Source: an optimization exercise on an open RTL-to-GDS flow (aim: small area and a short achievable clock period). Production flows keep margins and buffers that such runs may drop. No activity file was given, so power comes from the tool's default toggle rates.

the reference run:
==> flow/design.v <==
module psram_rsp #(
    parameter int unsigned MEM_AW = 8
) (
    input  logic        clk_i,
    input  logic        rst_i,
    input  logic [7:0]  cfg_rcmd_i,
    input  logic [7:0]  cfg_wcmd_i,
    input  logic [7:0]  cfg_mrcmd_i,
    input  logic [7:0]  cfg_mwcmd_i,
    input  logic [7:0]  cfg_rlc_i,
    input  logic [7:0]  cfg_wlc_i,
    input  logic        psram_sck_i,
    input  logic        psram_ce_i,
    input  logic [7:0]  psram_io_in_i,
    input  logic        psram_dqs_in_i,
    output logic [7:0]  psram_io_out_o,
    output logic        psram_io_en_o,
    output logic        psram_dqs_out_o,
    output logic        psram_dqs_en_o,
    output logic [31:0] mr_o,
    output logic        err_o
);
    localparam int NPS = 2, NRG = 2;
    localparam int S_IDLE = 0, S_INST = 1, S_ADDR = 2, S_LATN = 3,
                   S_WDATA = 4, S_RDATA = 5, S_MWR = 6, S_IGNR = 7;
    logic              sck_q, sck_prev_q, ce_q, dqs_q;
    logic [7:0]        io_q;
    logic [7:0]        st_q, st_d;
    logic              armed_q;
    logic              inst_got_q;
    logic [7:0]        opcode_q;
    logic [7:0]        ptr_q, ptr_d;
    logic [1:0]        byte_cnt_q;
    logic [7:0]        lat_q;
    logic              is_wr_q;
    logic              is_mr_q;
    logic              mwr_done_q;
    logic [3:0][7:0]   mr_q;
    logic [7:0]        io_out_q;
    logic              io_en_q;
    logic              dqs_out_q;
    logic              dqs_en_q;
    logic [3:0][7:0]   sd_q;            
    logic [3:0][1:0]   sh_q;            
    logic [3:0][3:0]   spos_q;          
    logic [3:0]        mwsel_q;         
    logic [15:0][15:0][7:0] ring_q;     
    logic [3:0]        ph_q;
    logic [15:0]       rsel_c;          
    logic [NPS-1:0][15:0] psel_q, psel_d;  
    logic [NRG-1:0][7:0] rdp_q;         
    logic edge_c, rise_c, go_c;
    logic [7:0] rd_or_c;
    logic idle_go_c, inst_cap_c, inst_go_c, addr_edge_c, addr4_c;
    logic m_r_c, m_w_c, m_mr_c, m_mw_c, any_lat_c;
    logic lat_rise_c, lat_done_c, rd_start_c, rd_edge_c, wr_edge_c, inc_c, mr_wr_c;
    assign edge_c = sck_q ^ sck_prev_q;
    assign rise_c = sck_q & ~sck_prev_q;
    assign go_c   = ~ce_q;
    assign m_r_c     = (opcode_q == cfg_rcmd_i);
    assign m_w_c     = (opcode_q == cfg_wcmd_i);
    assign m_mr_c    = (opcode_q == cfg_mrcmd_i);
    assign m_mw_c    = (opcode_q == cfg_mwcmd_i);
    assign any_lat_c = m_r_c | m_w_c | m_mr_c;
    assign idle_go_c   = go_c & st_q[S_IDLE] & armed_q;
    assign inst_cap_c  = go_c & st_q[S_INST] & rise_c & ~inst_got_q;
    assign inst_go_c   = go_c & st_q[S_INST] & edge_c & inst_got_q;
    assign addr_edge_c = go_c & st_q[S_ADDR] & edge_c;
    assign addr4_c     = addr_edge_c & (byte_cnt_q == 2'd3);
    assign lat_rise_c  = go_c & st_q[S_LATN] & rise_c;
    assign lat_done_c  = lat_rise_c & (lat_q == 8'd0);
    assign rd_start_c  = lat_done_c & ~is_wr_q;
    assign rd_edge_c   = go_c & st_q[S_RDATA] & edge_c;
    assign wr_edge_c   = go_c & st_q[S_WDATA] & edge_c;
    assign mr_wr_c     = go_c & st_q[S_MWR] & edge_c & ~mwr_done_q;
    assign inc_c       = rd_start_c | rd_edge_c | wr_edge_c;
    always_comb begin
        st_d[S_IDLE]  = ce_q | (st_q[S_IDLE] & ~armed_q);
        st_d[S_INST]  = idle_go_c | (go_c & st_q[S_INST] & ~(edge_c & inst_got_q));
        st_d[S_ADDR]  = inst_go_c | (go_c & st_q[S_ADDR] & ~addr4_c);
        st_d[S_LATN]  = (addr4_c & any_lat_c) | (go_c & st_q[S_LATN] & ~lat_done_c);
        st_d[S_WDATA] = (lat_done_c & is_wr_q) | (go_c & st_q[S_WDATA]);
        st_d[S_RDATA] = rd_start_c | (go_c & st_q[S_RDATA]);
        st_d[S_MWR]   = (addr4_c & ~any_lat_c & m_mw_c) | (go_c & st_q[S_MWR]);
        st_d[S_IGNR]  = (addr4_c & ~any_lat_c & ~m_mw_c) | (go_c & st_q[S_IGNR]);
    end
    assign ptr_d = addr_edge_c ? io_q : inc_c ? ptr_q + 8'd1 : ptr_q;
    always_ff @(posedge clk_i or posedge rst_i) begin
        if (rst_i) begin
            sck_q      <= 1'b0;
            sck_prev_q <= 1'b0;
            ce_q       <= 1'b0;
            st_q       <= 8'b1 << S_IDLE;
            armed_q    <= 1'b0;
            mr_q       <= '0;
            io_out_q   <= 8'd0;
            io_en_q    <= 1'b0;
            dqs_out_q  <= 1'b0;
            dqs_en_q   <= 1'b0;
        end else begin
            sck_q      <= psram_sck_i;
            sck_prev_q <= sck_q;
            ce_q       <= psram_ce_i;
            st_q       <= st_d;
            armed_q    <= armed_q | ce_q;
            for (int k = 0; k < 4; k++) begin
                if (mr_wr_c && mwsel_q[k]) begin
                    mr_q[k] <= io_q;
                end
            end
            if (rd_start_c || rd_edge_c) begin
                io_out_q <= is_mr_q ? mr_q[ptr_q[1:0]] : rd_or_c;
            end
            if (rd_start_c) begin
                dqs_out_q <= 1'b0;
            end else if (rd_edge_c) begin
                dqs_out_q <= ~dqs_out_q;
            end
            io_en_q  <= rd_start_c | (go_c & io_en_q);
            dqs_en_q <= rd_start_c | (go_c & dqs_en_q);
        end
    end
    always_ff @(posedge clk_i) begin
        io_q  <= psram_io_in_i;
        dqs_q <= psram_dqs_in_i;
        if (idle_go_c) begin
            inst_got_q <= 1'b0;
        end else if (inst_cap_c) begin
            inst_got_q <= 1'b1;
        end
        if (inst_cap_c) begin
            opcode_q <= io_q;
        end
        if (inst_go_c) begin
            byte_cnt_q <= 2'd0;
        end else if (addr_edge_c) begin
            byte_cnt_q <= byte_cnt_q + 2'd1;
        end
        if (addr4_c) begin
            lat_q      <= (~m_r_c & m_w_c) ? cfg_wlc_i : cfg_rlc_i;
            is_wr_q    <= ~m_r_c & m_w_c;
            is_mr_q    <= ~m_r_c & ~m_w_c & m_mr_c;
            mwr_done_q <= 1'b0;
        end else if (lat_rise_c && !lat_done_c) begin
            lat_q <= lat_q - 8'd1;
        end else if (mr_wr_c) begin
            mwr_done_q <= 1'b1;
        end
    end
    logic [3:0]  ld_col_c, ld_pos_c;
    logic [15:0][7:0] rd_ring_c;
    logic [NRG-1:0][7:0] rd_grp_c;
    assign ld_col_c = io_q[7:4] + ph_q;
    always_comb begin
        for (int g = 0; g < NPS; g++) begin
            if (addr_edge_c) begin
                psel_d[g] = 16'b1 << ld_col_c;
            end else if (inc_c && ptr_q[3:0] == 4'd15) begin
                psel_d[g] = {psel_q[g][13:0], psel_q[g][15:14]};
            end else begin
                psel_d[g] = {psel_q[g][14:0], psel_q[g][15]};
            end
        end
        rsel_c = 16'b1 << ptr_q[3:0];
    end
    always_comb begin
        for (int r = 0; r < 16; r++) begin
            rd_ring_c[r] = '0;
            for (int p = 0; p < 16; p++) begin
                rd_ring_c[r] = rd_ring_c[r] | ({8{psel_q[r / (16 / NPS)][p]}} & ring_q[r][p]);
            end
        end
        for (int g = 0; g < NRG; g++) begin
            rd_grp_c[g] = '0;
            for (int r = (16 / NRG) * g; r < (16 / NRG) * (g + 1); r++) begin
                rd_grp_c[g] = rd_grp_c[g] | ({8{rsel_c[r]}} & rd_ring_c[r]);
            end
        end
    end
    always_comb begin
        rd_or_c = '0;
        for (int g = 0; g < NRG; g++) begin
            rd_or_c = rd_or_c | rdp_q[g];
        end
    end
    assign ld_pos_c = ptr_q[7:4] + ph_q;
    always_ff @(posedge clk_i) begin
        ptr_q  <= ptr_d;
        ph_q   <= ph_q + 4'd1;
        psel_q <= psel_d;
        rdp_q  <= rd_grp_c;
        if (addr_edge_c) begin
            mwsel_q <= 4'b1 << io_q[1:0];
        end
        for (int e = 0; e < 4; e++) begin
            if (wr_edge_c && dqs_q && ptr_q[1:0] == 2'(e)) begin
                sd_q[e]   <= io_q;
                sh_q[e]   <= ptr_q[3:2];
                spos_q[e] <= ld_pos_c;
            end else begin
                spos_q[e] <= spos_q[e] + 4'd1;
            end
        end
        for (int r = 0; r < 16; r++) begin
            for (int p = 0; p < 16; p++) begin
                if (p == 0 && spos_q[r % 4] == 4'd15 && sh_q[r % 4] == 2'(r / 4)) begin
                    ring_q[r][p] <= sd_q[r % 4];
                end else if (p == 8 && spos_q[r % 4] == 4'd7 && sh_q[r % 4] == 2'(r / 4)) begin
                    ring_q[r][p] <= sd_q[r % 4];
                end else begin
                    ring_q[r][p] <= ring_q[r][(p + 15) % 16];
                end
            end
        end
    end
    assign psram_io_out_o  = io_out_q;
    assign psram_io_en_o   = io_en_q;
    assign psram_dqs_out_o = dqs_out_q;
    assign psram_dqs_en_o  = dqs_en_q;
    assign mr_o            = mr_q;
    logic       ce_prev_q, ce_fall_c, unknown_c;
    logic [1:0] guard_q, guard_d;
    logic       err_q, err_d;
    assign ce_fall_c = ce_prev_q & ~ce_q;
    assign unknown_c = addr4_c & ~any_lat_c & ~m_mw_c;
    always_comb begin
        guard_d = guard_q;
        if (ce_fall_c) begin
            guard_d = 2'd2;
        end else if (guard_q != 2'd0) begin
            guard_d = guard_q - 2'd1;
        end
        err_d = err_q;
        if (unknown_c) begin
            err_d = 1'b1;
        end
        if (ce_q && (st_q[S_INST] || st_q[S_ADDR] || st_q[S_LATN])) begin
            err_d = 1'b1;
        end
        if (edge_c && !ce_q && (ce_fall_c || guard_q != 2'd0)) begin
            err_d = 1'b1;
        end
    end
    always_ff @(posedge clk_i or posedge rst_i) begin
        if (rst_i) begin
            ce_prev_q <= 1'b0;
            guard_q   <= 2'd0;
            err_q     <= 1'b0;
        end else begin
            ce_prev_q <= ce_q;
            guard_q   <= guard_d;
            err_q     <= err_d;
        end
    end
    assign err_o = err_q;
endmodule
Settings: LEC_CHECK=0, CAP_MARGIN=20, CORE_MARGIN=2, CORE_UTILIZATION=75, SETUP_SLACK_MARGIN=3.7, SLEW_MARGIN=20; clock period 6.0 ns.
standard.sh (not shown) runs the stock make flow with config.mk's settings and CLKGATE_MAP_FILE= SYNTH_SCRIPT=/design/flow/synth_recipe.tcl, a recipe that flattens the netlist after the stock synthesis.
==> flow/flow/run.sh <==
#!/bin/bash
# The standard layout (standard.sh), with these changes:
#  * plain buf_4 buffers on the ports instead of the delay buffers that buffer_ports
#    picks by default;
#  * clock tree synthesis without dummy loads, with clkbuf_16 buffers and larger sink
#    clusters than the default (fewer leaf buffers).
# ORFS's own logs stay in orfs/logs; standard.sh's output goes to standard.log.
set -e
bash standard.sh \
  BUFFER_PORTS_ARGS="-buffer_cell sky130_fd_sc_hd__buf_4" \
  CTS_ARGS="-sink_clustering_enable -repair_clock_nets -dont_use_dummy_load -buf_list sky130_fd_sc_hd__clkbuf_16 -sink_clustering_size 25 -sink_clustering_max_diameter 80" \
  finish > standard.log 2>&1
#### Input delta (the trial run over the reference run)
--- a/flow/design.v
+++ b/flow/design.v
@@ -24,5 +24,6 @@
     localparam int S_IDLE = 0, S_INST = 1, S_ADDR = 2, S_LATN = 3,
                    S_WDATA = 4, S_RDATA = 5, S_MWR = 6, S_IGNR = 7;
-    logic              sck_q, sck_prev_q, ce_q, dqs_q;
+    logic              sck_q, edge_q, rise_q, ce_q, dqs_q;
+    logic [3:0]        colp_q;          
     logic [7:0]        io_q;
     logic [7:0]        st_q, st_d;
@@ -55,6 +56,6 @@
     logic m_r_c, m_w_c, m_mr_c, m_mw_c, any_lat_c;
     logic lat_rise_c, lat_done_c, rd_start_c, rd_edge_c, wr_edge_c, inc_c, mr_wr_c;
-    assign edge_c = sck_q ^ sck_prev_q;
-    assign rise_c = sck_q & ~sck_prev_q;
+    assign edge_c = edge_q;
+    assign rise_c = rise_q;
     assign go_c   = ~ce_q;
     assign m_r_c     = (opcode_q == cfg_rcmd_i);
@@ -89,5 +90,6 @@
         if (rst_i) begin
             sck_q      <= 1'b0;
-            sck_prev_q <= 1'b0;
+            edge_q     <= 1'b0;
+            rise_q     <= 1'b0;
             ce_q       <= 1'b0;
             st_q       <= 8'b1 << S_IDLE;
@@ -100,5 +102,6 @@
         end else begin
             sck_q      <= psram_sck_i;
-            sck_prev_q <= sck_q;
+            edge_q     <= psram_sck_i ^ sck_q;
+            rise_q     <= psram_sck_i & ~sck_q;
             ce_q       <= psram_ce_i;
             st_q       <= st_d;
@@ -123,4 +126,5 @@
     always_ff @(posedge clk_i) begin
         io_q  <= psram_io_in_i;
+        colp_q <= psram_io_in_i[7:4] + ph_q + 4'd1;
         dqs_q <= psram_dqs_in_i;
         if (idle_go_c) begin
@@ -151,5 +155,5 @@
     logic [15:0][7:0] rd_ring_c;
     logic [NRG-1:0][7:0] rd_grp_c;
-    assign ld_col_c = io_q[7:4] + ph_q;
+    assign ld_col_c = colp_q;
     always_comb begin
         for (int g = 0; g < NPS; g++) begin
Findings:
The area share of and/or/nand/nor cells after synthesis was comparable across the reference run and the trial run.
Going from the reference run to the trial run, non-clock buffer count shrank slightly.
Measured against each other, the reference run and the trial run differ in post-route clock skew, the lower figure coming from the trial run.
The trial run: clock period minus final worst setup slack is 0.11 ns lower than what the reference run reported.
Between the reference run and the trial run, the part of the power in combinational logic figures differ only marginally.
Summary of the comparison: worst hold margin is lower in the trial run, relative to the reference run.
The trial run and the reference run ended up with roughly the same xor/xnor share of the synthesized area.
Signed area change from the synthesized netlist to the final layout was lower in the reference run than in the trial run.
From the reference run to the trial run the numbers moved as follows: final setup slack of the worst path shows an increase of 0.11 ns; via count of the first global-routing pass moved up.
Delta(total power, the trial run - the reference run) < 0
Comparing synthesized instance count for the reference run and the trial run, the smaller number came from the reference run.
Pin count of the biggest net entering global routing was lower in the reference run than in the trial run.
In the tables for the reference run and the trial run, switching power reads lower with the trial run.
No functional check of the RTL was part of any run of this note.

-- afterwards: timing with drivers on the ports --
How much do the figures lean on ideal ports? The routed layouts below were timed once more, with nothing changed but the port constraints. Step 1 (the two cells are an assumption about what drives the block):
set clk [get_ports {clk_i}]
set_driving_cell -lib_cell sky130_fd_sc_hd__clkbuf_16 $clk
set_driving_cell -lib_cell sky130_fd_sc_hd__buf_2 [delete_from_list [all_inputs] $clk]
Step 2, shift: input delay + t, output delay - t, t = (earliest + latest rising clock arrival at the registers) / 2. This alone moves slack from input paths to output paths. a / b / c = ideal ports / drivers / drivers and shift; a / b = the first two.
| run | t, ns | setup WS [ns] | hold slack, ns | worst setup path at the end | worst slew at a driven data input, ns |
|---|---|---|---|---|---|
| the reference run | 0.754 | 3.411 / 3.411 / 3.191 | 0.332 / 0.332 / 0.332 | input to register | 0.06 |
| the trial run | 0.775 | 3.526 / 3.448 / 3.038 | 0.327 / 0.327 / 0.327 | input to register | 0.07 |
After both steps setup and hold are still met in every run listed. For the trial run, which loses most, drivers alone change the setup slack by -0.078 ns; drivers and shift together by -0.488 ns.
